From an optimization exercise on the open Yosys and OpenROAD flow, aimed at a short achievable clock period and few clock cycles per item; shortcuts taken in it are not production practice.
Only simulation tests tie the RTL to the original design; equivalence was not proved.
No activity file was given, so power comes from the tool's default toggle rates.

`flow/config.mk`:
```
export PLATFORM = sky130hd
export DESIGN_NAME = datapath
export DESIGN_NICKNAME = datapath
export VERILOG_FILES = /design/flow/design.v
export SDC_FILE = /design/flow/constraint.sdc
export NUM_CORES = 4
export LEC_CHECK = 0
export CAP_MARGIN = 20
export CORE_MARGIN = 2
export CORE_UTILIZATION = 30
export PLACE_DENSITY = 0.45
export SLEW_MARGIN = 20
export TNS_END_PERCENT = 100
```
`flow/constraint.sdc`:
```
create_clock -name core_clock -period 9.0 [get_ports {CLK}]
set_input_delay 1.8000 -clock core_clock [delete_from_list [all_inputs] [get_ports {CLK}]]
set_output_delay 1.8000 -clock core_clock [all_outputs]
set_load 0.01 [all_outputs]
```
`flow/design.v`:
```
`default_nettype none
package isa_pkg;
  typedef logic [31:0] word_t;
  typedef logic [4:0]  regbits_t;
  typedef enum logic [5:0] {
    RTYPE = 6'h00,
    J     = 6'h02,
    BEQ   = 6'h04,
    BNE   = 6'h05,
    ADDIU = 6'h09,
    ORI   = 6'h0d,
    LUI   = 6'h0f,
    LW    = 6'h23,
    SW    = 6'h2b,
    HALT  = 6'h3f
  } opcode_t;
  typedef enum logic [5:0] {
    ADDU = 6'h21,
    SUBU = 6'h23,
    AND  = 6'h24,
    OR   = 6'h25,
    SLT  = 6'h2a
  } funct_t;
endpackage
`default_nettype wire
`timescale 1ns/1ps
`default_nettype none
module register_file (
  input  wire logic              CLK,
  input  wire logic              nRST,
  input  wire logic              wen_i,
  input  isa_pkg::regbits_t      wsel_i,     
  input  isa_pkg::word_t         wdat_i,
  input  wire logic [31:1]       rsel1_i,    
  input  wire logic [31:1]       rsel2_i,
  output isa_pkg::word_t         rdat1_o,
  output isa_pkg::word_t         rdat2_o
);
  isa_pkg::word_t regs [31:1];
  logic [31:1]    valid;
  always_ff @(posedge CLK, negedge nRST) begin
    if (!nRST) begin
      valid <= '0;
    end else if (wen_i && wsel_i != '0) begin
      valid[wsel_i] <= 1'b1;
    end
  end
  always_ff @(posedge CLK) begin
    if (wen_i && wsel_i != '0) regs[wsel_i] <= wdat_i;
  end
  always_comb begin
    rdat1_o = '0;
    rdat2_o = '0;
    for (int i = 1; i < 32; i++) begin
      rdat1_o = rdat1_o | ({32{rsel1_i[i] & valid[i]}} & regs[i]);
      rdat2_o = rdat2_o | ({32{rsel2_i[i] & valid[i]}} & regs[i]);
    end
  end
endmodule
`default_nettype wire
`timescale 1ns/1ps
`default_nettype none
module decode_unit (
  input  isa_pkg::word_t         instr_i,
  output isa_pkg::regbits_t      rs_o,       
  output isa_pkg::regbits_t      rt_o,       
  output isa_pkg::regbits_t      st_o,       
  output isa_pkg::regbits_t      wsel_o,     
  output logic                   a_zero_o,   
  output logic                   use_imm_o,
  output isa_pkg::word_t         imm32_o,
  output logic                   sub_o,
  output logic                   sel_add_o,
  output logic                   sel_and_o,
  output logic                   sel_or_o,
  output logic                   sel_slt_o,
  output logic                   dren_o,
  output logic                   dwen_o,
  output logic                   halt_o,
  output logic                   br_o,       
  output logic                   bne_o
);
  logic [5:0] op;
  logic [5:0] fn;
  logic       rtype_ok;
  assign op = instr_i[31:26];
  assign fn = instr_i[5:0];
  assign rtype_ok = (fn == isa_pkg::ADDU) || (fn == isa_pkg::SUBU) || (fn == isa_pkg::AND) ||
                    (fn == isa_pkg::OR) || (fn == isa_pkg::SLT);
  always_comb begin
    rs_o      = '0;
    rt_o      = '0;
    st_o      = '0;
    wsel_o    = '0;
    a_zero_o  = 1'b0;
    use_imm_o = 1'b0;
    imm32_o   = {{16{instr_i[15]}}, instr_i[15:0]};
    sub_o     = 1'b0;
    sel_add_o = 1'b0;
    sel_and_o = 1'b0;
    sel_or_o  = 1'b0;
    sel_slt_o = 1'b0;
    dren_o    = 1'b0;
    dwen_o    = 1'b0;
    halt_o    = 1'b0;
    br_o      = 1'b0;
    bne_o     = 1'b0;
    case (op)
      isa_pkg::RTYPE: begin
        if (rtype_ok) begin
          rs_o   = instr_i[25:21];
          rt_o   = instr_i[20:16];
          wsel_o = instr_i[15:11];
        end
        sel_add_o = (fn == isa_pkg::ADDU) || (fn == isa_pkg::SUBU);
        sub_o     = (fn == isa_pkg::SUBU) || (fn == isa_pkg::SLT);
        sel_and_o = (fn == isa_pkg::AND);
        sel_or_o  = (fn == isa_pkg::OR);
        sel_slt_o = (fn == isa_pkg::SLT);
      end
      isa_pkg::ADDIU, isa_pkg::LW: begin
        rs_o      = instr_i[25:21];
        wsel_o    = instr_i[20:16];
        use_imm_o = 1'b1;
        sel_add_o = 1'b1;
        dren_o    = (op == isa_pkg::LW);
      end
      isa_pkg::ORI: begin
        rs_o      = instr_i[25:21];
        wsel_o    = instr_i[20:16];
        use_imm_o = 1'b1;
        imm32_o   = {16'h0000, instr_i[15:0]};
        sel_or_o  = 1'b1;
      end
      isa_pkg::LUI: begin
        wsel_o    = instr_i[20:16];
        a_zero_o  = 1'b1;
        use_imm_o = 1'b1;
        imm32_o   = {instr_i[15:0], 16'h0000};
        sel_or_o  = 1'b1;
      end
      isa_pkg::SW: begin
        rs_o      = instr_i[25:21];
        st_o      = instr_i[20:16];
        use_imm_o = 1'b1;
        sel_add_o = 1'b1;
        dwen_o    = 1'b1;
      end
      isa_pkg::BEQ, isa_pkg::BNE: begin
        rs_o  = instr_i[25:21];
        rt_o  = instr_i[20:16];
        br_o  = (instr_i[9:0] != '0);
        bne_o = (op == isa_pkg::BNE);
      end
      isa_pkg::HALT: halt_o = 1'b1;
      default: ;
    endcase
  end
endmodule
`default_nettype wire
`timescale 1ns/1ps
`default_nettype none
module execute_stage (
  input  isa_pkg::word_t  a_i,
  input  isa_pkg::word_t  b_i,
  input  wire logic       sub_i,
  input  wire logic       sel_add_i,
  input  wire logic       sel_and_i,
  input  wire logic       sel_or_i,
  input  wire logic       sel_slt_i,
  output isa_pkg::word_t  result_o,
  output logic            equal_o
);
  logic [32:0] sum;
  logic        slt;
  assign sum = {a_i, 1'b1} + {b_i ^ {32{sub_i}}, sub_i};
  assign slt = (a_i[31] ^ b_i[31]) ? a_i[31] : sum[32];
  assign result_o = ({32{sel_add_i}} & sum[32:1]) |
                    ({32{sel_and_i}} & (a_i & b_i)) |
                    ({32{sel_or_i}}  & (a_i | b_i)) |
                    {31'd0, sel_slt_i & slt};
  assign equal_o = (a_i == b_i);
endmodule
`default_nettype wire
`timescale 1ns/1ps
`default_nettype none
module hazard_forward_unit (
  input  isa_pkg::regbits_t  rs_i,
  input  isa_pkg::regbits_t  rt_i,
  input  isa_pkg::regbits_t  st_i,
  input  isa_pkg::regbits_t  dx_wsel_i,    
  input  wire logic          dx_dren_i,
  output logic               fwd_a_o,      
  output logic               fwd_b_o,      
  output logic [1:0]         fwd_s_o,      
  output logic               stall_o
);
  logic a_x, b_x, s_x;
  assign a_x = (rs_i != '0) && (rs_i == dx_wsel_i);
  assign b_x = (rt_i != '0) && (rt_i == dx_wsel_i);
  assign s_x = (st_i != '0) && (st_i == dx_wsel_i);
  assign fwd_a_o = a_x;
  assign fwd_b_o = b_x;
  assign fwd_s_o = {s_x && dx_dren_i, s_x && !dx_dren_i};
  assign stall_o = dx_dren_i && (a_x || b_x);
endmodule
`default_nettype wire
`timescale 1ns/1ps
`default_nettype none
module datapath #(
  parameter isa_pkg::word_t PC_INIT = '0
) (
  input  wire logic           CLK,
  input  wire logic           nRST,
  output isa_pkg::word_t      imem_addr_o,
  input  isa_pkg::word_t      imem_load_i,
  input  wire logic           ihit_i,
  output logic                dmem_ren_o,
  output logic                dmem_wen_o,
  output isa_pkg::word_t      dmem_addr_o,
  output isa_pkg::word_t      dmem_store_o,
  input  isa_pkg::word_t      dmem_load_i,
  input  wire logic           dhit_i,
  output logic                halt_o
);
  localparam int BHT_BITS = 6;
  logic [9:0]               pc;
  logic                     fd_valid;
  logic                     dx_valid;
  isa_pkg::regbits_t        dx_wsel;
  logic                     dx_dren, dx_dwen, dx_halt, dx_br, dx_bne, dx_pred;
  logic                     dx_sub, dx_sel_add, dx_sel_and, dx_sel_or, dx_sel_slt;
  logic                     dx_fa, dx_fb;
  logic [1:0]               dx_fs;
  isa_pkg::regbits_t        xm_wsel;
  logic                     xm_dren, xm_dwen;
  logic [(1<<BHT_BITS)-1:0] bht_v, bht_t;
  isa_pkg::word_t           fd_instr;
  logic [31:1]              fd_rs_oh, fd_rt_oh;
  logic                     fd_pred;
  logic [9:0]               fd_alt;
  logic [BHT_BITS-1:0]      fd_bi;
  logic [9:0]               dx_alt;
  logic [BHT_BITS-1:0]      dx_bi;
  isa_pkg::word_t           dx_a, dx_b, dx_s;
  isa_pkg::word_t           xm_alu, xm_store;
  logic                     advance;
  isa_pkg::word_t           m_value;
  assign advance = ihit_i && (!(xm_dren || xm_dwen) || dhit_i) && !halt_o;
  logic [5:0]          f_op;
  logic                f_j, f_br, f_halt, f_spred, f_pred;
  logic [9:0]          f_pc4, f_btgt, f_next;
  logic [BHT_BITS-1:0] f_bi;
  logic [31:1]         f_rs_oh, f_rt_oh;
  assign f_op   = imem_load_i[31:26];
  assign f_j    = (f_op == isa_pkg::J);
  assign f_br   = (f_op == isa_pkg::BEQ) || (f_op == isa_pkg::BNE);
  assign f_halt = (f_op == isa_pkg::HALT);
  assign f_pc4  = pc + 10'd1;
  assign f_btgt = f_pc4 + imem_load_i[9:0];
  assign f_spred = imem_load_i[15] ||
                   ((f_op == isa_pkg::BNE) != (imem_load_i[25:21] == imem_load_i[20:16]));
  assign f_bi    = pc[BHT_BITS-1:0];
  assign f_pred  = f_br && (bht_v[f_bi] ? bht_t[f_bi] : f_spred);
  assign f_next = f_halt ? pc :
                  f_j    ? imem_load_i[9:0] :
                  f_pred ? f_btgt : f_pc4;
  always_comb begin
    for (int i = 1; i < 32; i++) begin
      f_rs_oh[i] = (imem_load_i[25:21] == 5'(i));
      f_rt_oh[i] = (imem_load_i[20:16] == 5'(i));
    end
  end
  assign imem_addr_o = {20'd0, pc, 2'b00};
  isa_pkg::regbits_t d_rs, d_rt, d_st, d_wsel;
  logic              d_a_zero, d_use_imm, d_sub, d_sel_add, d_sel_and, d_sel_or, d_sel_slt;
  logic              d_dren, d_dwen, d_halt, d_br, d_bne;
  isa_pkg::word_t    d_imm, rdat1, rdat2, d_a, d_b, d_s;
  logic              d_fa, d_fb;
  logic [1:0]        d_fs;
  logic              stall, wt1, wt2;
  decode_unit du (
    .instr_i   (fd_instr),
    .rs_o      (d_rs),
    .rt_o      (d_rt),
    .st_o      (d_st),
    .wsel_o    (d_wsel),
    .a_zero_o  (d_a_zero),
    .use_imm_o (d_use_imm),
    .imm32_o   (d_imm),
    .sub_o     (d_sub),
    .sel_add_o (d_sel_add),
    .sel_and_o (d_sel_and),
    .sel_or_o  (d_sel_or),
    .sel_slt_o (d_sel_slt),
    .dren_o    (d_dren),
    .dwen_o    (d_dwen),
    .halt_o    (d_halt),
    .br_o      (d_br),
    .bne_o     (d_bne)
  );
  register_file rf (
    .CLK     (CLK),
    .nRST    (nRST),
    .wen_i   (advance),
    .wsel_i  (xm_wsel),
    .wdat_i  (m_value),
    .rsel1_i (fd_rs_oh),
    .rsel2_i (fd_rt_oh),
    .rdat1_o (rdat1),
    .rdat2_o (rdat2)
  );
  assign m_value = xm_dren ? dmem_load_i : xm_alu;
  assign wt1 = (xm_wsel != '0) && (xm_wsel == fd_instr[25:21]);
  assign wt2 = (xm_wsel != '0) && (xm_wsel == fd_instr[20:16]);
  assign d_a = ({32{!d_a_zero && !wt1}} & rdat1) | ({32{!d_a_zero && wt1}} & m_value);
  assign d_s = ({32{!wt2}} & rdat2) | ({32{wt2}} & m_value);
  assign d_b = ({32{!d_use_imm && !wt2}} & rdat2) | ({32{!d_use_imm && wt2}} & m_value) |
               ({32{d_use_imm}} & d_imm);
  hazard_forward_unit hfu (
    .rs_i      (d_rs),
    .rt_i      (d_rt),
    .st_i      (d_st),
    .dx_wsel_i (dx_valid ? dx_wsel : 5'd0),
    .dx_dren_i (dx_valid && dx_dren),
    .fwd_a_o   (d_fa),
    .fwd_b_o   (d_fb),
    .fwd_s_o   (d_fs),
    .stall_o   (stall)
  );
  isa_pkg::word_t e_a, e_b, e_s, e_result;
  logic           e_equal, e_taken, mispredict, e_halt;
  assign e_a = dx_fa ? xm_alu : dx_a;
  assign e_b = dx_fb ? xm_alu : dx_b;
  assign e_s = dx_fs[1] ? dmem_load_i : dx_fs[0] ? xm_alu : dx_s;
  execute_stage ex (
    .a_i       (e_a),
    .b_i       (e_b),
    .sub_i     (dx_sub),
    .sel_add_i (dx_sel_add),
    .sel_and_i (dx_sel_and),
    .sel_or_i  (dx_sel_or),
    .sel_slt_i (dx_sel_slt),
    .result_o  (e_result),
    .equal_o   (e_equal)
  );
  assign e_taken    = e_equal ^ dx_bne;
  assign mispredict = dx_valid && dx_br && (e_taken != dx_pred);
  assign e_halt     = dx_valid && dx_halt;
  always_ff @(posedge CLK, negedge nRST) begin
    if (!nRST) begin
      pc         <= PC_INIT[11:2];
      fd_valid   <= 1'b0;
      dx_valid   <= 1'b0;
      dx_wsel    <= '0;
      dx_dren    <= 1'b0;
      dx_dwen    <= 1'b0;
      dx_halt    <= 1'b0;
      dx_br      <= 1'b0;
      dx_bne     <= 1'b0;
      dx_pred    <= 1'b0;
      dx_sub     <= 1'b0;
      dx_sel_add <= 1'b0;
      dx_sel_and <= 1'b0;
      dx_sel_or  <= 1'b0;
      dx_sel_slt <= 1'b0;
      dx_fa      <= '0;
      dx_fb      <= '0;
      dx_fs      <= '0;
      xm_wsel    <= '0;
      xm_dren    <= 1'b0;
      xm_dwen    <= 1'b0;
    end else if (advance) begin
      xm_wsel <= dx_valid ? dx_wsel : 5'd0;
      xm_dren <= dx_valid && dx_dren;
      xm_dwen <= dx_valid && dx_dwen;
      dx_valid   <= fd_valid && !(mispredict || e_halt || stall);
      dx_wsel    <= d_wsel;
      dx_dren    <= d_dren;
      dx_dwen    <= d_dwen;
      dx_halt    <= d_halt;
      dx_br      <= d_br;
      dx_bne     <= d_bne;
      dx_pred    <= fd_pred;
      dx_sub     <= d_sub;
      dx_sel_add <= d_sel_add;
      dx_sel_and <= d_sel_and;
      dx_sel_or  <= d_sel_or;
      dx_sel_slt <= d_sel_slt;
      dx_fa      <= d_fa;
      dx_fb      <= !d_use_imm && d_fb;
      dx_fs      <= d_fs;
      if (mispredict) pc <= dx_alt;
      else if (!stall) pc <= f_next;
      if (mispredict) fd_valid <= 1'b0;
      else if (!stall) fd_valid <= 1'b1;
    end
  end
  always_ff @(posedge CLK) begin
    if (advance) begin
      xm_alu   <= e_result;
      xm_store <= e_s;
      dx_alt   <= fd_alt;
      dx_bi    <= fd_bi;
      dx_a     <= d_a;
      dx_b     <= d_b;
      dx_s     <= d_s;
      if (!stall) begin
        fd_instr <= imem_load_i;
        fd_rs_oh <= f_rs_oh;
        fd_rt_oh <= f_rt_oh;
        fd_pred  <= f_pred;
        fd_alt   <= f_pred ? f_pc4 : f_btgt;
        fd_bi    <= f_bi;
      end
    end
  end
  always_ff @(posedge CLK, negedge nRST) begin
    if (!nRST) begin
      bht_v <= '0;
      bht_t <= '0;
    end else if (advance && dx_valid && dx_br) begin
      bht_v[dx_bi] <= 1'b1;
      bht_t[dx_bi] <= e_taken;
    end
  end
  always_ff @(posedge CLK, negedge nRST) begin
    if (!nRST) begin
      halt_o <= 1'b0;
    end else if (advance && e_halt) begin
      halt_o <= 1'b1;
    end
  end
  assign dmem_ren_o   = xm_dren;
  assign dmem_wen_o   = xm_dwen;
  assign dmem_addr_o  = xm_alu;
  assign dmem_store_o = xm_store;
endmodule
`default_nettype wire
```
`flow/flow/run.sh`:
```
#!/bin/bash
set -euo pipefail
cd "$(dirname "$0")/.."
bash standard.sh SETUP_SLACK_MARGIN=6.0 ABC_CLOCK_PERIOD_IN_PS=2800 finish > make_finish.log 2>&1
```
`flow/standard.sh`:
```
#!/bin/bash
# synth_recipe.tcl (not shown) runs the flow's synth.tcl, then flattens the netlist and writes it again
# the make line also repeats each setting of config.mk as NAME=value (left out here)
make -C /OpenROAD-flow-scripts/flow DESIGN_CONFIG=/design/flow/config.mk WORK_HOME=/design/flow/orfs CLKGATE_MAP_FILE= SYNTH_SCRIPT=/design/flow/synth_recipe.tcl "${@:-finish}"
```
==> run_results.csv, run 1 <==
group,metric,value,unit
outcome,status,"timing/DRC/antenna clean",
critical_path,crit_fanout,8,
critical_path,crit_required,9570,ps
floorplan,coreArea,0.222,mm2
synth,synthCells,4891,
grt,grt_pass1_wl,450,mm
sta,tightestPinTransition,1130,ps
grt,grt_antenna_before_repair,18,
placement,hpwlAfterDp,183,mm
synth,mappedNetlistArea,0.0670,mm2
routing,vias,54000,
sta,maxClockFrequency,262,MHz
clocking,clockBufferDepth,3,
critical_path,crit_type,"reg2reg",
synth,syn_area_per_cell,13.7,um2
placement,io_buffers,144,
grt,grt_max_degree,91,
sta,rsz0062_at_grt,"yes",
final_layout,nets,5414,
sta,fin_skew,65.3,ps
clocking,clock_latency,850,ps
grt,grt_pass1_vias,51500,
sta,drv_slew,0,
sta,finalHoldViolCount,0,
synth,synth_top_cell_by_area,"edfxtp_1",
sta,setup_tns,0,ps
synth,async_flop_share,0.135,
critical_path,startpoint_type,"register",
routing,remaining_drc_errors,0,
clocking,cts_buffers,164,
critical_path,crit_start,"dx_fb",
clocking,clock_sinks,1478,
sta,setup_violations,0,
final_layout,drive_gt1_frac,0.242,
floorplan,die-area,0.227,mm2
grt,grt-ovfl-total,0,
routing,wl,337,mm
critical_path,crit_path_end_kind,"register",
synth,ys.warnings.count,3,
final_layout,final_common_cell,"edfxtp_1",
pwr,ir_drop,0.157,mV
placement,gp_congestion,0.902,
pwr,p_leak,28.5,nW
floorplan,initial_core_util,0.302,
floorplan,die_y,477,um
final_layout,synthToLayoutAreaGrowth,24.5,%
sta,maxSlewHeadroom,0.249,
synth,synth_edf_count,1279,
pwr,power.total,24.4,mW
synth,synth_top_area_frac,0.573,
synth,synth_cell_types,84,
routing,drt-initial-drc-count,10800,
pwr,power_density,292,mW/mm2
synth,synthTopCellsByArea,"edfxtp_1 (57%), dfrtp_1 (7.4%), a221oi_1 (4.8%), a22o_1 (4.7%), ha_1 (2.3%)",
routing,wl_per_cell,40.4,um
critical_path,critPathArrivalTime,4400,ps
clocking,path_clk_slew,60,ps
hold_path,holdCritStartpoint,"fd_alt[4]",
sta,finalCriticalPeriod,3820,ps
floorplan,ioPinCount,167,
final_layout,final_cell_mix,"edfxtp_1 (1279), a221oi_1 (360), a22o_1 (358), buf_4 (235), nand2_1 (208)",
critical_path,rr_startpoint,"dx_fb",
final_layout,post-route-util,0.376,
clocking,cts_tree,"built",
routing,detail-route-antenna-nets,0,
sta,period_share,0.425,
routing,via_per_inst,6.46,
hold_path,hp-class,"reg2reg",
flow_run,cap_violations,0,
synth,synthFlopType,"edfxtp_1",
routing,drtPass1Iterations,10,
grt,grtUsageTotal,0.286,
synth,ys_seq_elements,1478,
floorplan,fp.dieW,477,um
floorplan,rows,173,
clocking,cts_max_level,4,
clocking,cts_root_buf,"clkbuf_16",
synth,ys_seq_area_frac,0.648,
-- worst paths after layout --
| path | end | slack, ps | depth (start not counted) |
|---|---|---|---|
| min in group asynchronous | bht_v[59] | 990 | 1 |
| setup / recovery | xm_alu[31] | 5180 | 14 |
| hold / removal | dx_alt[4] | 410 | 0 |
| max in group asynchronous | dx_fb | 6570 | 2 |
| setup reg to reg | xm_alu[31] | 5180 | 14 |
| hold reg to reg | dx_alt[4] | 410 | 0 |
-- layout make-up --
type,count,area (um2)
Clock inverter,98,1120
Inverter,135,608
Fill cell,21100,139000
Sequential cell,1478,43400
Timing Repair Buffer,527,5580
Multi-Input combinational cell,2897,24400
Antenna cell,11,27.5
Timing Repair inverter,20,143
Tap cell,2975,3720
Clock buffer,210,4400
-- cell families (layout without fill, tap and decap cells) --
group                    count (synthesis)  in the layout  share of synthesized area
other                                    1             33                  0.0000560
multiplexers                           200            200                     0.0358
AO/OA/AOI/OAI                         1532           1532                      0.178
XOR/XNOR                               109            109                     0.0143
AND/OR/NAND/NOR                        908            911                     0.0684
flip-flops                            1478           1478                      0.648
adder cells (fa/ha/maj)                123            123                     0.0231
buffers and inverters                  540            990                     0.0329
-- worst max-delay path, stage by stage, from the launching register on --
cell and delay, ps:
dfrtp_4 570, buf_6 150, buf_12 150, mux2i_4 220, buf_4 150, xnor2_1 120
ha_1 390, nand2_1 150, o211ai_1 410, a211oi_2 80, buf_4 170, o31ai_4 290
a31oi_4 160, xor2_2 190, a221o_1 330
-- metal layers --
layer	GRT usage	share of wire	up-vias	wire length, um
li1	-	-	20500	-
met1	0.390	0.39	27500	131000
met2	0.412	0.41	4847	140000
met3	0.0824	0.13	1122	44100
met4	0.146	0.066	20	22200
met5	0.00441	0.00047	-	157
-- report_power, final --
group / leakage, nW / internal, mW / switching, mW
clock: 2.68 / 3.96 / 3.05
sequential: 14.4 / 8.39 / 0.360
combinational: 11.5 / 3.08 / 5.53
-- sequential cells by signal, indices dropped and copies added (netlist names), 2 cells and up --
signal,flops
rf.regs,992
bht_t,64
bht_v,64
dx_a,32
dx_b,32
dx_s,32
fd_instr,32
xm_alu,32
xm_store,32
fd_rs_oh,31
fd_rt_oh,31
rf.valid,31
dx_alt,10
fd_alt,10
pc,10
dx_bi,6
fd_bi,6
dx_wsel,5
xm_wsel,5
dx_fs,2
-- per-stage QoR --
stage | hold WS, ps | instances | cell area, um2 | setup WS [ps]
2_1_floorplan | 400 | 4912 | 68000 | 4690
3_3_place_gp | 401 | 7774 | 72500 | 3380
3_5_place_dp | 405 | 7775 | 72500 | 3390
4_1_cts | 408 | 8284 | 82100 | 5250
5_1_grt | 424 | 8342 | 83400 | 5110
6_report | 411 | 8351 | 83400 | 5180
-- repair_timing --
item                                     CTS  global route
endpoints found under the setup margin  1997           729
pin swaps                                 99            83
hold buffers                               0             0
resized for setup                        984           196
gates cloned                              34             6
setup buffers                            167            50
-- synthesized netlist by cell type, types with 39 or more instances --
master,instances
dfrtp_1,199
inv_1,134
ha_1,122
nor2_1,175
xnor2_1,78
o22ai_1,40
mux2i_1,151
nand4_1,137
a21oi_1,77
a221oi_1,364
clkbuf_1,334
a222oi_1,64
nand2_1,229
nor4_1,39
and2_1,78
a22o_1,358
o21ai_0,208
edfxtp_1,1279
a22oi_1,202
o21bai_1,51
nand3_1,68
nor3_1,63
Testbench counts, summed over its fixed seeds: cycles 118,832, instrs 113,530.
==> run 2, diff against run 1 <==
--- a/flow/design.v
+++ b/flow/design.v
@@ -174,5 +174,7 @@
   logic [32:0] sum;
+  logic        b_sign;
   logic        slt;
-  assign sum = {a_i, 1'b1} + {b_i ^ {32{sub_i}}, sub_i};
-  assign slt = (a_i[31] ^ b_i[31]) ? a_i[31] : sum[32];
+  assign sum    = {a_i, 1'b1} + {b_i, sub_i};
+  assign b_sign = b_i[31] ^ sub_i;
+  assign slt    = (a_i[31] ^ b_sign) ? a_i[31] : sum[32];
   assign result_o = ({32{sel_add_i}} & sum[32:1]) |
@@ -232,4 +234,3 @@
   logic                     dx_sub, dx_sel_add, dx_sel_and, dx_sel_or, dx_sel_slt;
-  logic                     dx_fa, dx_fb;
-  logic [1:0]               dx_fs;
+  logic                     dx_fs;
   isa_pkg::regbits_t        xm_wsel;
@@ -244,3 +245,3 @@
   logic [BHT_BITS-1:0]      dx_bi;
-  isa_pkg::word_t           dx_a, dx_b, dx_s;
+  isa_pkg::word_t           dx_a, dx_b, dx_s;    
   isa_pkg::word_t           xm_alu, xm_store;
@@ -330,10 +331,8 @@
   );
-  isa_pkg::word_t e_a, e_b, e_s, e_result;
+  isa_pkg::word_t e_s, e_result;
   logic           e_equal, e_taken, mispredict, e_halt;
-  assign e_a = dx_fa ? xm_alu : dx_a;
-  assign e_b = dx_fb ? xm_alu : dx_b;
-  assign e_s = dx_fs[1] ? dmem_load_i : dx_fs[0] ? xm_alu : dx_s;
+  assign e_s = dx_fs ? dmem_load_i : dx_s;
   execute_stage ex (
-    .a_i       (e_a),
-    .b_i       (e_b),
+    .a_i       (dx_a),
+    .b_i       (dx_b),
     .sub_i     (dx_sub),
@@ -366,5 +365,3 @@
       dx_sel_slt <= 1'b0;
-      dx_fa      <= '0;
-      dx_fb      <= '0;
-      dx_fs      <= '0;
+      dx_fs      <= 1'b0;
       xm_wsel    <= '0;
@@ -389,5 +386,3 @@
       dx_sel_slt <= d_sel_slt;
-      dx_fa      <= d_fa;
-      dx_fb      <= !d_use_imm && d_fb;
-      dx_fs      <= d_fs;
+      dx_fs      <= d_fs[1];
       if (mispredict) pc <= dx_alt;
@@ -404,5 +399,5 @@
       dx_bi    <= fd_bi;
-      dx_a     <= d_a;
-      dx_b     <= d_b;
-      dx_s     <= d_s;
+      dx_a     <= d_fa ? e_result : d_a;
+      dx_b     <= (!d_use_imm && d_fb) ? (e_result ^ {32{d_sub}}) : (d_b ^ {32{d_sub}});
+      dx_s     <= d_fs[0] ? e_result : d_s;
       if (!stall) begin
==> run_results.csv, run 2 <==
group,metric,value,unit
grt,grt_antenna_before_repair,20,
routing,vias,56000,
sta,tightestPinTransition,1300,ps
critical_path,crit_chain,"buf_2",
sta,maxSlewHeadroom,0.130,
synth,mappedNetlistArea,0.0669,mm2
routing,drt-initial-drc-count,10900,
critical_path,crit_type,"reg2out",
clocking,cts_root_buf,"clkbuf_16",
critical_path,crit_fanout,1,
sta,rsz0062_at_grt,"yes",
placement,hpwlAfterDp,187,mm
critical_path,crit_buf_inv,1,
final_layout,post-route-util,0.388,
critical_path,rr_startpoint,"pc[0]",
synth,synth_top_area_frac,0.574,
sta,drv_slew,0,
synth,syn_area_per_cell,13.6,um2
final_layout,synthToLayoutAreaGrowth,28.6,%
floorplan,fp.dieW,476,um
clocking,clock_sinks,1475,
sta,setup_violations,0,
placement,gp_congestion,0.925,
hold_path,hp-class,"reg2reg",
placement,io_buffers,144,
synth,synthFlopType,"edfxtp_1",
floorplan,initial_core_util,0.302,
synth,async_flop_share,0.133,
critical_path,critPathArrivalTime,1630,ps
critical_path,cp_slowest_cell,"edfxtp_1",
flow_run,cap_violations,0,
final_layout,drive_gt1_frac,0.283,
critical_path,critPathTopFamily,"flip-flops",
critical_path,cp.depth,1,
synth,ys_seq_area_frac,0.647,
sta,finalHoldViolCount,0,
synth,ys_seq_elements,1475,
clocking,clock_latency,840,ps
sta,period_share,0.381,
routing,via_per_inst,6.58,
final_layout,stdcell_area,0.0860,mm2
sta,fin_skew,52.2,ps
sta,finalCriticalPeriod,3430,ps
synth,netlist_top_cells_count,"edfxtp_1 (1279), a22o_1 (421), a221oi_1 (366), clkbuf_1 (341), nand2_1 (229)",
sta,setup_tns,0,ps
floorplan,die-area,0.227,mm2
clocking,path_clk_slew,60,ps
synth,ys.warnings.count,3,
grt,grt_pass1_wl,470,mm
final_layout,final_common_cell,"edfxtp_1",
critical_path,ff2ff_setup_slack,5650,ps
critical_path,max_stage_delay,560,ps
clocking,cts_buffers,165,
critical_path,endpoint,"dmem_store_o[16]",
critical_path,crit_path_end_kind,"primary output",
grt,grt_max_degree,80,
final_layout,top_regs,"rf.regs (992), bht_t (64), bht_v (64)",
pwr,power_density,211,mW/mm2
routing,remaining_drc_errors,0,
critical_path,r2r_cells,15,
sta,maxClockFrequency,292,MHz
routing,wl,360,mm
final_layout,largest_register_ff_count,992,
synth,synth_cell_types,77,
outcome,status,"timing/DRC/antenna clean",
pwr,ir_drop,0.194,mV
final_layout,top_register,"rf.regs",
floorplan,ioPinCount,167,
routing,detail-route-antenna-nets,0,
clocking,clockBufferDepth,3,
pwr,p_leak,30.3,nW
grt,grt_pass1_vias,52300,
synth,yosysMostFrequentCell,"edfxtp_1",
routing,wl_per_cell,42.2,um
clocking,cts_hold_buf,0,
synth,synth_edf_count,1279,
clocking,cts_max_level,4,
floorplan,rows,173,
floorplan,coreArea,0.222,mm2
floorplan,die_y,476,um
critical_path,crit_start,"xm_store[16]",
clocking,cts_tree,"built",
synth,synthTopCellsByArea,"edfxtp_1 (57%), dfrtp_1 (7.3%), a22o_1 (5.5%), a221oi_1 (4.8%), a22oi_1 (2.3%)",
synth,synth_top_cell_by_area,"edfxtp_1",
grt,grt-ovfl-total,0,
critical_path,startpoint_type,"register",
placement,placed_area,0.0726,mm2
synth,synthCells,4917,
final_layout,final_cell_mix,"edfxtp_1 (1279), a22o_1 (418), a221oi_1 (356), buf_4 (283), nand2_1 (207)",
grt,grtUsageTotal,0.302,
critical_path,crit_required,7200,ps
critical_path,reg2reg_to,"pc[9]",
routing,drtPass1Iterations,13,
final_layout,nets,5549,
==> run 2: cell type report <==
| class | instances | area, um2 |
|---|---|---|
| flip-flops and latches | 1475 | 43400 |
| well taps | 2975 | 3720 |
| clock buffers | 198 | 4380 |
| clock inverters | 106 | 957 |
| repair inverters | 4 | 65.1 |
| inverters | 140 | 563 |
| multi-input cells | 2921 | 24900 |
| diodes | 16 | 40.0 |
| repair buffers | 681 | 8050 |
| fillers | 20700 | 136000 |
==> run 2: per-layer routing <==
layer	part of all wire	vias to the layer above	global-route usage
met5	0.00087	-	0.00252
met4	0.079	22	0.180
met3	0.15	1337	0.118
met2	0.40	5288	0.421
met1	0.37	28500	0.391
li1	-	20900	-
==> run 2: cell families (layout without fill, tap and decap cells) <==
logic type               count (synthesis)  in the layout  share of synthesized area
multiplexers                           149            154                     0.0301
flip-flops                            1475           1475                      0.647
XOR/XNOR                               107            107                     0.0140
AND/OR/NAND/NOR                       1007           1015                     0.0758
adder cells (fa/ha/maj)                 94             94                     0.0178
buffers and inverters                  555           1129                     0.0336
other                                    1             38                  0.0000561
AO/OA/AOI/OAI                         1529           1529                      0.181
==> run 2: worst min path at each step <==
stage / startpoint / end / slack, ps / cells past startpoint
finish: fd_alt[4] / dx_alt[4] / 420 / 0
global placement: fd_bi[0] / dx_bi[0] / 400 / 0
global route: fd_bi[0] / dx_bi[0] / 430 / 0
CTS: fd_bi[0] / dx_bi[0] / 420 / 0
detailed placement: fd_alt[7] / dx_alt[7] / 410 / 0
floorplan: fd_alt[0] / dx_alt[0] / 400 / 0
==> run 2: power breakdown <==
group | total (mW) | internal, mW | leakage (nW) | switching, mW
logic | 3.20 | 1.30 | 13.3 | 1.90
registers | 8.13 | 7.94 | 14.4 | 0.193
clock network | 6.83 | 3.83 | 2.60 | 3.00
==> run 2: what timing repair did <==
item	CTS	global route
pin swaps	150	168
resized for setup	1016	337
cloned	54	8
setup endpoints to repair	1649	560
setup buffers	235	108
==> run 2: through the flow <==
step | total power, mW | worst slack [ps] | hold slack (ps) | cells
floorplan | 9.53 | 5260 | 400 | 4938
global placement | 10.5 | 3460 | 402 | 7790
detailed placement | 10.5 | 3410 | 407 | 7791
CTS | 17.8 | 5500 | 423 | 8384
global route | 18.6 | 5530 | 427 | 8503
finish | 18.2 | 5570 | 424 | 8516
Testbench counts of run 2, summed over its fixed seeds: cycles 118,832, instrs 113,530.
==> run 3, diff against run 2 <==
--- a/flow/design.v
+++ b/flow/design.v
@@ -43,4 +43,6 @@
       valid <= '0;
-    end else if (wen_i && wsel_i != '0) begin
-      valid[wsel_i] <= 1'b1;
+    end else begin
+      for (int i = 1; i < 32; i++) begin
+        if (wen_i && wsel_i == 5'(i)) valid[i] <= 1'b1;
+      end
     end
@@ -48,3 +50,5 @@
   always_ff @(posedge CLK) begin
-    if (wen_i && wsel_i != '0) regs[wsel_i] <= wdat_i;
+    for (int i = 1; i < 32; i++) begin
+      if (wen_i && wsel_i == 5'(i)) regs[i] <= wdat_i;
+    end
   end
@@ -232,3 +236,3 @@
   isa_pkg::regbits_t        dx_wsel;
-  logic                     dx_dren, dx_dwen, dx_halt, dx_br, dx_bne, dx_pred;
+  logic                     dx_dren, dx_dwen, dx_halt, dx_br, dx_bne, dx_pred, dx_spred;
   logic                     dx_sub, dx_sel_add, dx_sel_and, dx_sel_or, dx_sel_slt;
@@ -237,7 +241,7 @@
   logic                     xm_dren, xm_dwen;
-  logic [(1<<BHT_BITS)-1:0] bht_v, bht_t;
+  logic [(1<<BHT_BITS)-1:0] bht_flip;
   isa_pkg::word_t           fd_instr;
   logic [31:1]              fd_rs_oh, fd_rt_oh;
-  logic                     fd_pred;
-  logic [9:0]               fd_alt;
+  logic                     fd_pred, fd_spred;
+  logic [9:0]               fd_pc4, fd_btgt;
   logic [BHT_BITS-1:0]      fd_bi;
@@ -264,6 +268,10 @@
   assign f_bi    = pc[BHT_BITS-1:0];
-  assign f_pred  = f_br && (bht_v[f_bi] ? bht_t[f_bi] : f_spred);
-  assign f_next = f_halt ? pc :
-                  f_j    ? imem_load_i[9:0] :
-                  f_pred ? f_btgt : f_pc4;
+  logic f_eq, f_flip, f_t_beq, f_t_bne;
+  assign f_eq    = (imem_load_i[25:21] == imem_load_i[20:16]);
+  assign f_flip  = bht_flip[f_bi];
+  assign f_t_beq = f_flip ^ (imem_load_i[15] || f_eq);
+  assign f_t_bne = f_flip ^ (imem_load_i[15] || !f_eq);
+  assign f_pred  = ((f_op == isa_pkg::BEQ) && f_t_beq) || ((f_op == isa_pkg::BNE) && f_t_bne);
+  assign f_next = ({10{f_halt}} & pc) | ({10{f_j}} & imem_load_i[9:0]) |
+                  ({10{f_pred}} & f_btgt) | ({10{!(f_halt || f_j || f_pred)}} & f_pc4);
   always_comb begin
@@ -305,3 +313,3 @@
     .nRST    (nRST),
-    .wen_i   (advance),
+    .wen_i   (!xm_dren || dhit_i),
     .wsel_i  (xm_wsel),
@@ -360,2 +368,3 @@
       dx_pred    <= 1'b0;
+      dx_spred   <= 1'b0;
       dx_sub     <= 1'b0;
@@ -381,2 +390,3 @@
       dx_pred    <= fd_pred;
+      dx_spred   <= fd_spred;
       dx_sub     <= d_sub;
@@ -397,3 +407,3 @@
       xm_store <= e_s;
-      dx_alt   <= fd_alt;
+      dx_alt   <= fd_pred ? fd_pc4 : fd_btgt;
       dx_bi    <= fd_bi;
@@ -407,3 +417,5 @@
         fd_pred  <= f_pred;
-        fd_alt   <= f_pred ? f_pc4 : f_btgt;
+        fd_spred <= f_spred;
+        fd_pc4   <= f_pc4;
+        fd_btgt  <= f_btgt;
         fd_bi    <= f_bi;
@@ -414,7 +426,5 @@
     if (!nRST) begin
-      bht_v <= '0;
-      bht_t <= '0;
+      bht_flip <= '0;
     end else if (advance && dx_valid && dx_br) begin
-      bht_v[dx_bi] <= 1'b1;
-      bht_t[dx_bi] <= e_taken;
+      bht_flip[dx_bi] <= e_taken ^ dx_spred;
     end
==> flow/flow/run.sh (replaced) <==
#!/bin/bash
set -euo pipefail
cd "$(dirname "$0")/.."
bash standard.sh SETUP_SLACK_MARGIN=6.0 ABC_CLOCK_PERIOD_IN_PS=2800 \
  "BUFFER_PORTS_ARGS=-buffer_cell sky130_fd_sc_hd__buf_4" finish > make_finish.log 2>&1
--- a/flow/config.mk
+++ b/flow/config.mk
@@ -9,4 +9,4 @@
 export CORE_MARGIN = 2
-export CORE_UTILIZATION = 30
-export PLACE_DENSITY = 0.45
+export CORE_UTILIZATION = 50
+export PLACE_DENSITY = 0.6
 export SLEW_MARGIN = 20
==> run_results.csv, run 3 <==
group,metric,value,unit
outcome,status,"timing/DRC/antenna clean",
final_layout,stdcell_count,6888,
grt,grt_pass1_vias,48600,
critical_path,startpoint_type,"primary input",
floorplan,rows,131,
critical_path,crit_fanout,3,
placement,dp.cells,6318,
floorplan,die_y,363,um
pwr,switching_share,0.277,
floorplan,fp.dieW,363,um
clocking,cts_root_buf,"clkbuf_16",
final_layout,nets,5241,
grt,grt_max_degree,75,
grt,grt_pass1_wl,390,mm
clocking,cts_buffers,153,
sta,setup_violations,0,
sta,fin_skew,65.2,ps
clocking,cts_tree,"built",
pwr,power.share.sequential,0.462,
synth,ys_seq_elements,1423,
flow_run,cap_violations,0,
pwr,p_leak,27.1,nW
critical_path,crit_chain,"buf_8 > ha_4 > fa_2 > a21o_1 > a21oi_2 > nor2b_1 > o21a_1 > o41ai_2 > xnor2_1 > nor3_1 > or3_1 > o21ai_1",
critical_path,critPathArrivalTime,4040,ps
final_layout,top_regs,"rf.regs (992), bht_flip (64)",
final_layout,top_register,"rf.regs",
sta,maxClockFrequency,302,MHz
routing,via_per_inst,7.73,
floorplan,ioPinCount,167,
final_layout,synthToLayoutAreaGrowth,21.5,%
final_layout,largest_register_ff_count,992,
clocking,cts_max_level,4,
grt,grtUsageTotal,0.432,
pwr,combPwrFrac,0.166,
routing,vias,53300,
floorplan,coreArea,0.128,mm2
clocking,cts_hold_buf,0,
synth,ys.warnings.count,4,
routing,wl_per_cell,43.0,um
floorplan,initial_core_util,0.504,
final_layout,final_common_cell,"edfxtp_1",
synth,synthCells,4773,
sta,maxSlewHeadroom,0.217,
synth,synthFlopType,"edfxtp_1",
pwr,p_int,12.2,mW
synth,synth_edf_count,1290,
grt,grt-ovfl-total,0,
floorplan,die-area,0.132,mm2
critical_path,max_stage_delay,370,ps
placement,io_buffers,144,
hold_path,hp-class,"reg2reg",
critical_path,cp_slowest_cell,"fa_2",
routing,wl,296,mm
pwr,clkPwrFrac,0.371,
sta,finalHoldViolCount,0,
routing,drtPass1Iterations,12,
final_layout,final_cell_mix,"edfxtp_1 (1290), a22o_1 (380), a221oi_1 (357), buf_4 (323), nor2_1 (186)",
placement,gp_congestion,0.971,
pwr,p_sw,4.68,mW
routing,remaining_drc_errors,0,
sta,drv_slew,0,
synth,netlist_top_cells_count,"edfxtp_1 (1290), a22o_1 (380), a221oi_1 (377), clkbuf_1 (323), nor2_1 (235)",
final_layout,fillers,9675,
pwr,power_density,216,mW/mm2
synth,ys_seq_area_frac,0.653,
synth,async_flop_share,0.0935,
synth,synth_cell_types,86,
critical_path,crit_path_end_kind,"register",
routing,detail-route-antenna-nets,0,
pwr,ir_drop,0.191,mV
sta,setup_tns,0,ps
synth,synth_top_area_frac,0.602,
clocking,clock_latency,840,ps
sta,finalCriticalPeriod,3310,ps
synth,synth_top_cell_by_area,"edfxtp_1",
clocking,path_clk_slew,60,ps
clocking,clock_sinks,1423,
sta,period_share,0.368,
sta,tightestPinTransition,1170,ps
sta,rsz0062_at_grt,"yes",
placement,hpwlAfterDp,153,mm
grt,grt_antenna_before_repair,10,
synth,synthTopCellsByArea,"edfxtp_1 (60%), a22o_1 (5.2%), dfrtp_1 (5.2%), a221oi_1 (5.1%), a22oi_1 (2.0%)",
clocking,clockBufferDepth,3,
critical_path,crit_required,9730,ps
synth,mappedNetlistArea,0.0644,mm2
critical_path,crit_type,"in2reg",
synth,yosysMostFrequentCell,"edfxtp_1",
synth,syn_area_per_cell,13.5,um2
routing,drt-initial-drc-count,12500,
final_layout,drive_gt1_frac,0.264,
## run 3: changes by cell type in the layout (fill, tap and decap cells not counted), sizes merged, moves of 25 or more
cell | previous run | this run
a22oi | 206 | 175
nand2 | 229 | 204
clkinv | 86 | 60
nand2b | 52 | 24
dfrtp | 196 | 133
a22o | 421 | 380
o21ai | 143 | 199
a21oi | 102 | 136
o22ai | 2 | 33
buf | 601 | 531
clkdlybuf4s50 | 44 | 0
## run 3: logic make-up after synthesis
| family | after synthesis | synth area share |
|---|---|---|
| flops | 1423 | 0.653 |
| mux | 139 | 0.0254 |
| fa+ha+maj | 80 | 0.0158 |
| xor+xnor | 97 | 0.0134 |
| other cells | 1 | 0.0000582 |
| buf+inv | 554 | 0.0349 |
| compound gates | 1524 | 0.183 |
| simple gates | 955 | 0.0739 |
## run 3: path summary, 6_finish.rpt
path,cells past startpoint,endpoint,slack [ps],startpoint
max,12,pc[8],5690,imem_load_i[0]
min,0,dx_bi[3],420,fd_bi[3]
max reg2reg,14,pc[8],5730,pc[0]
min reg2reg,0,dx_bi[3],420,fd_bi[3]
max in group asynchronous,2,rf.valid[25],6500,nRST
min in group asynchronous,1,pc[7],1010,nRST
## run 3: per-stage QoR
stage | utilization | setup WS (ps) | instance area [um2] | power [mW] | hold slack [ps]
3_5_place_dp | 0.529 | 4170 | 67500 | 10.0 | 408
4_1_cts | 0.589 | 5690 | 75100 | 16.4 | 418
5_1_grt | 0.612 | 5620 | 78200 | 17.2 | 434
2_1_floorplan | - | 5160 | 65000 | 9.15 | 400
6_report | 0.612 | 5690 | 78200 | 16.9 | 423
3_3_place_gp | 0.529 | 4170 | 67500 | 10.0 | 406
## run 3: critical path, delay by kind of cell
| family | cells | cell delay [ps] |
|---|---|---|
| compound gates | 5 | 920 |
| fa+ha+maj | 2 | 530 |
| simple gates | 3 | 490 |
| xor+xnor | 1 | 190 |
| buf+inv | 1 | 110 |
## run 3: per-layer routing
layer | GRT usage | wire, um | up-vias
met1 | 0.558 | 100000 | 25900
met5 | 0.00592 | 521 | -
met4 | 0.291 | 25400 | 18
li1 | - | - | 19900
met2 | 0.579 | 117000 | 5822
met3 | 0.196 | 53100 | 1560
## run 3: final cells by class
class                   count  area [um2]  area share
flip-flops and latches   1423       42100       0.538
multi-input cells        2821       22800       0.292
repair buffers            548        5720      0.0731
clock buffers             201        4180      0.0534
well taps                1662        2080      0.0266
clock inverters            80         711     0.00909
inverters                 146         564     0.00722
diodes                      7        17.5    0.000224
## run 3: power by group through the flow
| stage | registers (mW) | clock network [mW] | logic (mW) |
|---|---|---|---|
| 2_1_floorplan | 7.87 | 0 | 1.28 |
| 3_3_place_gp | 7.96 | 0 | 2.04 |
| 3_5_place_dp | 7.96 | 0 | 2.05 |
| 4_1_cts | 7.79 | 6.25 | 2.40 |
| 5_1_grt | 7.81 | 6.49 | 2.87 |
| 6_report | 7.80 | 6.27 | 2.80 |
## run 3: repair_timing
action,CTS,global route
gates cloned,12,11
buffers inserted,109,149
resized for setup,397,447
endpoints found under the setup margin,726,509
pin swaps,61,205
hold endpoints to repair,0,0
Testbench counts of run 3, summed over its fixed seeds: cycles 118,814, instrs 113,530.
==> run 4, diff against run 3 <==
--- a/flow/design.v
+++ b/flow/design.v
@@ -177,9 +177,14 @@
 );
-  logic [32:0] sum;
-  logic        b_sign;
-  logic        slt;
-  assign sum    = {a_i, 1'b1} + {b_i, sub_i};
+  isa_pkg::word_t sum;
+  logic           b_sign;
+  logic           slt;
+  prefix_add #(.W(32), .L(6)) add (
+    .a_i   (a_i),
+    .b_i   (b_i),
+    .cin_i (sub_i),
+    .sum_o (sum)
+  );
   assign b_sign = b_i[31] ^ sub_i;
-  assign slt    = (a_i[31] ^ b_sign) ? a_i[31] : sum[32];
-  assign result_o = ({32{sel_add_i}} & sum[32:1]) |
+  assign slt    = (a_i[31] ^ b_sign) ? a_i[31] : sum[31];
+  assign result_o = ({32{sel_add_i}} & sum) |
                     ({32{sel_and_i}} & (a_i & b_i)) |
@@ -190,2 +195,30 @@
 `default_nettype wire
+`default_nettype none
+module prefix_add #(
+  parameter int W = 32,
+  parameter int L = 6        
+) (
+  input  wire logic [W-1:0] a_i,
+  input  wire logic [W-1:0] b_i,
+  input  wire logic         cin_i,
+  output logic      [W-1:0] sum_o
+);
+  logic [W:0] g [0:L];
+  logic [W:0] p [0:L];
+  assign g[0] = {a_i & b_i, cin_i};
+  assign p[0] = {a_i ^ b_i, 1'b0};
+  for (genvar l = 0; l < L; l++) begin : g_level
+    for (genvar i = 0; i <= W; i++) begin : g_pos
+      if (i >= (1 << l)) begin : g_comb
+        assign g[l+1][i] = g[l][i] | (p[l][i] & g[l][i-(1<<l)]);
+        assign p[l+1][i] = p[l][i] & p[l][i-(1<<l)];
+      end else begin : g_pass
+        assign g[l+1][i] = g[l][i];
+        assign p[l+1][i] = p[l][i];
+      end
+    end
+  end
+  assign sum_o = p[0][W:1] ^ g[L][W-1:0];
+endmodule
+`default_nettype wire
 `timescale 1ns/1ps
@@ -242,2 +275,3 @@
   logic [(1<<BHT_BITS)-1:0] bht_flip;
+  isa_pkg::word_t           xm_addr, xm_store;
   isa_pkg::word_t           fd_instr;
@@ -250,3 +284,3 @@
   isa_pkg::word_t           dx_a, dx_b, dx_s;    
-  isa_pkg::word_t           xm_alu, xm_store;
+  isa_pkg::word_t           xm_alu;
   logic                     advance;
@@ -264,3 +298,8 @@
   assign f_pc4  = pc + 10'd1;
-  assign f_btgt = f_pc4 + imem_load_i[9:0];
+  prefix_add #(.W(10), .L(4)) btgt_add (
+    .a_i   (pc),
+    .b_i   (imem_load_i[9:0]),
+    .cin_i (1'b1),
+    .sum_o (f_btgt)
+  );
   assign f_spred = imem_load_i[15] ||
@@ -406,3 +445,2 @@
       xm_alu   <= e_result;
-      xm_store <= e_s;
       dx_alt   <= fd_pred ? fd_pc4 : fd_btgt;
@@ -433,2 +471,11 @@
     if (!nRST) begin
+      xm_addr  <= '0;
+      xm_store <= '0;
+    end else if (advance) begin
+      xm_addr  <= e_result;
+      xm_store <= e_s;
+    end
+  end
+  always_ff @(posedge CLK, negedge nRST) begin
+    if (!nRST) begin
       halt_o <= 1'b0;
@@ -440,3 +487,3 @@
   assign dmem_wen_o   = xm_dwen;
-  assign dmem_addr_o  = xm_alu;
+  assign dmem_addr_o  = xm_addr;
   assign dmem_store_o = xm_store;
--- a/flow/config.mk
+++ b/flow/config.mk
@@ -9,4 +9,4 @@
 export CORE_MARGIN = 2
-export CORE_UTILIZATION = 50
-export PLACE_DENSITY = 0.6
+export CORE_UTILIZATION = 45
+export PLACE_DENSITY = 0.55
 export SLEW_MARGIN = 20
==> run_results.csv, run 4 <==
group,metric,value,unit
critical_path,cpMostUsedCell,"mux4_2",
floorplan,die-area,0.148,mm2
sta,maxSlewHeadroom,0.218,
critical_path,crit_buf_inv,4,
sta,period_share,0.370,
synth,synthXorXnorAreaFrac,0.0129,
grt,grt-ovfl-total,0,
sta,finalHoldViolCount,0,
synth,synth_top_area_frac,0.578,
clocking,clock_latency,810,ps
synth,synthFlopType,"edfxtp_1",
clocking,cts_hold_buf,0,
synth,synthCells,4893,
floorplan,rows,139,
sta,drv_slew,0,
placement,dp.cells,6694,
synth,syn_area_per_cell,13.4,um2
final_layout,top_register,"rf.regs",
hold_path,whs_path_depth,0,
final_layout,top_regs,"rf.regs (992), bht_flip (64)",
final_layout,stdcell_area,0.0803,mm2
grt,grt_pass1_wl,411,mm
final_layout,post-route-util,0.558,
floorplan,fp.dieW,385,um
synth,synth_edf_count,1258,
synth,mappedNetlistArea,0.0654,mm2
synth,synth_cell_types,80,
critical_path,r2r_cells,12,
clocking,clock_sinks,1455,
final_layout,fillers,11600,
synth,ys_seq_area_frac,0.653,
critical_path,ff2ff_setup_slack,5670,ps
critical_path,crit_chain,"buf_12 > buf_8 > buf_16 > mux4_2 > mux4_2 > mux4_2 > xnor2_2 > nand2_4 > buf_4 > nand2_4 > o221ai_2 > a22o_1",
final_layout,final_cell_mix,"edfxtp_1 (1258), a22oi_1 (375), a22o_1 (334), nand2_1 (295), buf_4 (292)",
pwr,ir_drop,0.170,mV
final_layout,final_common_cell,"edfxtp_1",
routing,wl,307,mm
critical_path,crit_type,"reg2reg",
synth,synthSimpleGateAreaFrac,0.0818,
grt,grt_antenna_before_repair,7,
routing,via_per_inst,7.39,
pwr,p_sw,6.98,mW
synth,synth_compound_gate_area_share,0.180,
grt,grt_busiest_layer,"met2",
floorplan,ioPinCount,167,
routing,remaining_drc_errors,0,
routing,detail-route-antenna-nets,0,
pwr,power_density,262,mW/mm2
floorplan,die_y,385,um
flow_run,cap_violations,0,
critical_path,crit_required,9690,ps
sta,setup_slack,5670,ps
sta,maxClockFrequency,301,MHz
critical_path,crit_path_end_kind,"register",
synth,synthAdderAreaFrac,0.0156,
grt,grt_max_degree,102,
synth,yosysMostFrequentCell,"edfxtp_1",
floorplan,coreArea,0.144,mm2
final_layout,largest_register_ff_count,992,
critical_path,cp_slowest_cell,"mux4_2",
placement,pre_cts_slack,3780,ps
final_layout,stdcell_count,7253,
sta,tightestPinTransition,1170,ps
sta,setup_tns,0,ps
floorplan,initial_core_util,0.454,
routing,drt-initial-drc-count,11000,
grt,grt_pass1_vias,50000,
placement,placed_area,0.0691,mm2
synth,synth.area.mux_share,0.0258,
clocking,cts_buffers,160,
critical_path,rr_startpoint,"pc[0]",
routing,drtPass1Iterations,7,
clocking,cts_root_buf,"clkbuf_16",
clocking,cts_max_level,4,
placement,hpwlAfterDp,161,mm
sta,fin_skew,44.5,ps
grt,use_met3,0.147,
critical_path,startpoint_type,"register",
pwr,clkPwrFrac,0.315,
hold_path,min_to,"dx_bi[1]",
synth,synthTopCellsByArea,"edfxtp_1 (58%), dfrtp_1 (7.5%), a22o_1 (4.5%), a22oi_1 (4.4%), a221oi_1 (3.9%)",
pwr,power.share.sequential,0.412,
grt,grtUsageTotal,0.403,
placement,io_buffers,144,
sta,finalCriticalPeriod,3330,ps
grt,globalRouteMet1Util,0.529,
synth,async_flop_share,0.135,
hold_path,hp-class,"reg2reg",
hold_path,holdCritStartpoint,"fd_bi[1]",
critical_path,max_stage_delay,520,ps
critical_path,critPathTopFamily,"multiplexers",
grt,grt_use_met2,0.561,
critical_path,critPathArrivalTime,4020,ps
clocking,path_clk_slew,60,ps
routing,vias,53600,
routing,wl_per_cell,42.3,um
pwr,p_int,14.1,mW
synth,ys.warnings.count,10,
synth,synth_top_cell_by_area,"edfxtp_1",
synth,synth_top_family_by_area,"compound AO/OA/AOI/OAI gates",
clocking,clockBufferDepth,3,
clocking,cts_tree,"built",
synth,netlist_top_cells_count,"edfxtp_1 (1258), a22oi_1 (381), clkbuf_1 (339), a22o_1 (334), nand2_1 (308)",
placement,gp_congestion,0.929,
pwr,switching_share,0.332,
sta,rsz0062_at_grt,"yes",
final_layout,synthToLayoutAreaGrowth,22.8,%
synth,ys_seq_elements,1455,
final_layout,drive_gt1_frac,0.257,
critical_path,reg2reg_to,"pc[0]",
sta,setup_violations,0,
outcome,status,"timing/DRC/antenna clean",
pwr,combPwrFrac,0.273,
critical_path,crit_fanout,8,
final_layout,nets,5360,
pwr,p_leak,27.8,nW
[run 4: cell types whose count changed in the layout (fill, tap and decap cells not counted), sizes merged, moves of 28 or more]
cell,delta
a221oi,-88
a22o,-46
a22oi,+206
a31oi,+28
dfrtp,+64
edfxtp,-32
inv,-48
nand2,+105
nand3,+61
nand4,-38
o21ai,-59
o22ai,-31
[run 4: through the flow]
stage	power, mW	hold WS (ps)
2_1_floorplan	11.1	400
3_3_place_gp	13.2	401
3_5_place_dp	13.2	406
4_1_cts	20.4	398
5_1_grt	21.4	410
6_report	21.0	393
[run 4: metal layers]
metal	vias to the layer above	share of wire
met5	-	0.00028
met4	12	0.081
met3	1329	0.16
met2	5485	0.41
met1	26500	0.35
li1	20300	-
[run 4: layout make-up]
cell class	instances	area, um2	share of cell area
diodes	5	12.5	0.000156
clock buffers	218	4390	0.0546
clock inverters	77	813	0.0101
inverters	101	420	0.00523
multi-input cells	2950	23700	0.295
flip-flops and latches	1455	42700	0.532
well taps	1903	2380	0.0296
repair buffers	542	5850	0.0728
repair inverters	2	17.5	0.000218
[run 4: logic make-up (layout without fill, tap and decap cells)]
| family | Yosys count | after routing |
|---|---|---|
| DFF | 1455 | 1455 |
| buffers and inverters | 515 | 940 |
| adders and majority gates | 81 | 81 |
| AOI/OAI and AO/OA | 1516 | 1516 |
| and+or+nand+nor | 1096 | 1101 |
| muxes | 133 | 134 |
| xor gates and xnor gates | 96 | 96 |
| other | 1 | 27 |
[run 4: worst max path at each step]
stage / startpoint / endpoint / slack [ps] / cells past startpoint
final: pc[0] / pc[0] / 5670 / 12
after global routing: pc[0] / pc[1] / 5570 / 12
after CTS: pc[0] / imem_addr_o[2] / 5640 / 2
after detailed placement: ihit_i / fd_rs_oh[20] / 3780 / 7
after global placement: ihit_i / fd_rs_oh[22] / 3810 / 7
after floorplan: imem_load_i[25] / pc[2] / 5470 / 12
[run 4: timing repair]
action | CTS | global route
pin swaps | 75 | 113
cloned | 17 | 6
endpoints found under the setup margin | 1026 | 527
setup buffers | 122 | 114
gates resized for setup | 508 | 291
[run 4: power groups by stage]
stage               clock network [mW]  logic, mW  registers (mW)
finish                            6.62       5.75            8.67
global route                      6.87       5.79            8.72
CTS                               6.62       5.11            8.65
detailed placement                   0       4.39            8.81
global placement                     0       4.38            8.80
floorplan                            0       2.38            8.67
Testbench counts of run 4, summed over its fixed seeds: cycles 118,814, instrs 113,530.
==> run 5, diff against run 4 <==
--- a/flow/design.v
+++ b/flow/design.v
@@ -264,3 +264,3 @@
 );
-  localparam int BHT_BITS = 6;
+  localparam int BHT_BITS = 5;
   logic [9:0]               pc;
@@ -363,5 +363,15 @@
   assign wt2 = (xm_wsel != '0) && (xm_wsel == fd_instr[20:16]);
-  assign d_a = ({32{!d_a_zero && !wt1}} & rdat1) | ({32{!d_a_zero && wt1}} & m_value);
-  assign d_s = ({32{!wt2}} & rdat2) | ({32{wt2}} & m_value);
-  assign d_b = ({32{!d_use_imm && !wt2}} & rdat2) | ({32{!d_use_imm && wt2}} & m_value) |
+  logic sa_rf, sa_alu, sa_ld, sb_rf, sb_alu, sb_ld, ss_rf, ss_alu, ss_ld;
+  assign sa_rf  = !d_a_zero && !wt1;
+  assign sa_alu = !d_a_zero && wt1 && !xm_dren;
+  assign sa_ld  = !d_a_zero && wt1 && xm_dren;
+  assign sb_rf  = !d_use_imm && !wt2;
+  assign sb_alu = !d_use_imm && wt2 && !xm_dren;
+  assign sb_ld  = !d_use_imm && wt2 && xm_dren;
+  assign ss_rf  = !wt2;
+  assign ss_alu = wt2 && !xm_dren;
+  assign ss_ld  = wt2 && xm_dren;
+  assign d_a = ({32{sa_rf}} & rdat1) | ({32{sa_alu}} & xm_alu) | ({32{sa_ld}} & dmem_load_i);
+  assign d_s = ({32{ss_rf}} & rdat2) | ({32{ss_alu}} & xm_alu) | ({32{ss_ld}} & dmem_load_i);
+  assign d_b = ({32{sb_rf}} & rdat2) | ({32{sb_alu}} & xm_alu) | ({32{sb_ld}} & dmem_load_i) |
                ({32{d_use_imm}} & d_imm);
--- a/flow/config.mk
+++ b/flow/config.mk
@@ -9,4 +9,4 @@
 export CORE_MARGIN = 2
-export CORE_UTILIZATION = 45
-export PLACE_DENSITY = 0.55
+export CORE_UTILIZATION = 50
+export PLACE_DENSITY = 0.6
 export SLEW_MARGIN = 20
==> run_results.csv, run 5 <==
group,metric,value,unit
synth,netlist_top_cells_count,"edfxtp_1 (1256), a22oi_1 (399), clkbuf_1 (327), a221oi_1 (303), a22o_1 (292)",
synth,yosysMostFrequentCell,"edfxtp_1",
flow_run,cap_violations,0,
grt,grt_pass1_wl,389,mm
hold_path,holdCritStartpoint,"fd_bi[4]",
pwr,ir_drop,0.196,mV
final_layout,largest_register_ff_count,992,
final_layout,synthToLayoutAreaGrowth,22.6,%
routing,detail-route-antenna-nets,0,
clocking,cts_tree,"built",
routing,drt-initial-drc-count,12000,
synth,synthCells,4769,
clocking,clockBufferDepth,3,
placement,hpwlAfterDp,153,mm
floorplan,rows,131,
final_layout,stdcell_count,6915,
sta,setup_tns,0,ps
pwr,switching_share,0.292,
final_layout,nets,5270,
hold_path,min_to,"dx_bi[4]",
synth,synth_top_cell_by_area,"edfxtp_1",
clocking,clock_latency,820,ps
floorplan,fp.dieW,362,um
sta,period_share,0.374,
synth,synth_top_area_frac,0.590,
clocking,cts_hold_buf,0,
synth,synthTopCellsByArea,"edfxtp_1 (59%), dfrtp_1 (6.5%), a22oi_1 (4.7%), a221oi_1 (4.1%), a22o_1 (4.0%)",
final_layout,multiInputGateArea,0.0230,mm2
critical_path,critPathArrivalTime,3890,ps
synth,synthSimpleGateAreaFrac,0.0813,
clocking,cts_root_buf,"clkbuf_16",
final_layout,fillers,9611,
sta,tightestPinTransition,1200,ps
synth,mappedNetlistArea,0.0640,mm2
synth,ys_seq_area_frac,0.654,
grt,grt_pass1_vias,49300,
clocking,cts_buffers,152,
pwr,p_sw,5.25,mW
routing,vias,53200,
sta,finalCriticalPeriod,3370,ps
synth,ys_seq_elements,1421,
final_layout,final_common_cell,"edfxtp_1",
grt,grt_max_degree,92,
sta,drv_slew,0,
outcome,status,"timing/DRC/antenna clean",
floorplan,die_y,362,um
synth,syn_area_per_cell,13.4,um2
routing,wl_per_cell,42.3,um
routing,via_per_inst,7.70,
pwr,power.total,18.0,mW
critical_path,crit_type,"reg2reg",
pwr,clkPwrFrac,0.344,
floorplan,ioPinCount,167,
grt,grt_antenna_before_repair,11,
sta,rsz0062_at_grt,"yes",
final_layout,top_register,"rf.regs",
hold_path,hp-class,"reg2reg",
critical_path,startpoint_type,"register",
final_layout,final_cell_mix,"edfxtp_1 (1256), a22oi_1 (394), buf_4 (322), a22o_1 (292), a221oi_1 (281)",
grt,grt-ovfl-total,0,
synth,async_flop_share,0.116,
floorplan,initial_core_util,0.503,
sta,finalHoldViolCount,0,
sta,setup_violations,0,
routing,wl,293,mm
clocking,cts_max_level,4,
synth,synthXorXnorAreaFrac,0.0125,
floorplan,die-area,0.131,mm2
sta,maxSlewHeadroom,0.198,
final_layout,regArea,0.0419,mm2
pwr,power.share.sequential,0.448,
synth,synthAdderAreaFrac,0.0158,
synth,synth.area.mux_share,0.0255,
synth,ys.warnings.count,10,
routing,remaining_drc_errors,0,
routing,drtPass1Iterations,10,
pwr,power_density,229,mW/mm2
critical_path,r2r_cells,12,
floorplan,coreArea,0.127,mm2
synth,synth_cell_types,87,
sta,maxClockFrequency,297,MHz
grt,grtUsageTotal,0.431,
critical_path,reg2reg_to,"dx_b[30]",
critical_path,ff2ff_setup_slack,5630,ps
placement,gp_congestion,0.960,
critical_path,crit_path_end_kind,"register",
final_layout,drive_gt1_frac,0.261,
critical_path,crit_fanout,7,
synth,synthFlopType,"edfxtp_1",
pwr,combPwrFrac,0.207,
placement,dp.cells,6330,
pwr,p_leak,27.3,nW
sta,fin_skew,58.4,ps
pwr,p_int,12.7,mW
placement,io_buffers,144,
clocking,clock_sinks,1421,
synth,synth_compound_gate_area_share,0.178,
synth,synth_edf_count,1256,
critical_path,rr_startpoint,"dx_a[15]",
critical_path,crit_required,9520,ps
clocking,path_clk_slew,60,ps
hold_path,whs_path_depth,0,
synth,synth_top_family_by_area,"compound AO/OA/AOI/OAI gates",
-- run 5: area by class of cell --
type	count	area share
sequential	1421	0.534
multi-input combinational	2846	0.293
timing repair buffer	574	0.0788
clock buffer	203	0.0529
tap	1662	0.0265
clock inverter	70	0.00815
inverter	127	0.00649
antenna	12	0.000383
-- run 5: power groups by stage --
| stage | Sequential, mW | Combinational (mW) | Clock, mW |
|---|---|---|---|
| final | 8.07 | 3.73 | 6.20 |
| after global routing | 8.10 | 3.83 | 6.44 |
| after CTS | 8.06 | 3.30 | 6.18 |
| after detailed placement | 8.21 | 2.76 | 0 |
| after global placement | 8.20 | 2.74 | 0 |
| after floorplan | 8.16 | 1.57 | 0 |
-- run 5: cells by family (layout without fill, tap and decap cells) --
group,after synthesis,count (layout)
muxes,141,141
adders and majority gates,80,80
DFF,1421,1421
buffers and inverters,529,974
and+or+nand+nor,1033,1039
other,1,34
AOI/OAI and AO/OA,1473,1473
xor gates and xnor gates,91,91
-- run 5: how the worst max path moves through the flow --
stage / start / end / depth (start not counted) / slack, ps
after floorplan: imem_load_i[25] / pc[0] / 11 / 5290
after global placement: ihit_i / fd_rt_oh[22] / 7 / 3740
after detailed placement: ihit_i / fd_rt_oh[26] / 7 / 3740
after CTS: pc[1] / imem_addr_o[3] / 1 / 5730
after global routing: fd_instr[29] / fd_instr[11] / 12 / 5560
final: dx_a[15] / dx_b[30] / 12 / 5630
-- run 5: what timing repair did --
action,CTS,global route
pin swaps,86,143
resized for setup,476,324
cloned,24,15
setup endpoints to repair,864,435
setup buffers,168,93
-- run 5: critical path, cell delays in order (launching register included) --
cell	delay (ps)
edfxtp_1	460
inv_2	110
ha_4	230
a211oi_4	270
o311ai_2	130
a21o_1	210
a221o_1	380
or4_4	550
a21oi_4	160
o41ai_4	110
buf_4	190
a22oi_2	170
xor2_1	80
-- run 5: through the flow --
stage          setup WS, ps  hold WS, ps  utilization  instance area, um2
3_3_place_gp           3740          401        0.529               67300
3_5_place_dp           3740          405        0.529               67300
2_1_floorplan          5290          400            -               64700
4_1_cts                5730          418        0.598               76000
6_report               5630          414        0.617               78500
5_1_grt                5560          426        0.617               78400
-- run 5: layer usage --
layer,part of all wire,vias to the layer above,track usage
li1,-,19900,-
met1,0.33,26100,0.556
met2,0.40,5729,0.596
met3,0.17,1499,0.171
met4,0.090,12,0.296
met5,0.00064,-,0.00703
Testbench counts of run 5, summed over its fixed seeds: cycles 118,958, instrs 113,530.

afterwards: timing with drivers on the ports:
The results above use ideal ports. As a check the final layouts listed here were re-extracted and re-timed, cells and wires unchanged.
Step 1: set_driving_cell puts a clkbuf_16 on CLK and a buf_2 on each other input, an assumption about the parent block.
Step 2 times the ports against the registers' clock, not the clock port: input delays grow and output delays shrink by t, the midpoint of the rising clock arrivals with the driver on.
a / b / c = no drivers / after step 1 / after step 2; a / b = the first two.
run | t, ns | setup slack, ns | worst hold slack (ns) | worst register clock-pin slew, ns | pins driven straight from the clock port
run 1 | 0.896 | 5.177 / 5.177 / 4.688 | 0.411 / 0.411 / 0.411 | 0.07 / 0.07 | 1
run 2 | 0.919 | 5.572 / 5.477 / 4.812 | 0.424 / 0.424 / 0.424 | 0.07 / 0.07 | 1
run 3 | 0.885 | 5.691 / 5.634 / 4.836 | 0.423 / 0.423 / 0.423 | 0.07 / 0.07 | 1
run 4 | 0.867 | 5.672 / 5.604 / 5.105 | 0.393 / 0.393 / 0.393 | 0.07 / 0.07 | 1
run 5 | 0.871 | 5.634 / 5.634 / 5.024 | 0.414 / 0.414 / 0.414 | 0.07 / 0.07 | 1
After both steps every run listed still meets setup and hold. For run 3, which loses most, drivers alone change the setup slack by -0.057 ns; drivers and shift together by -0.855 ns.
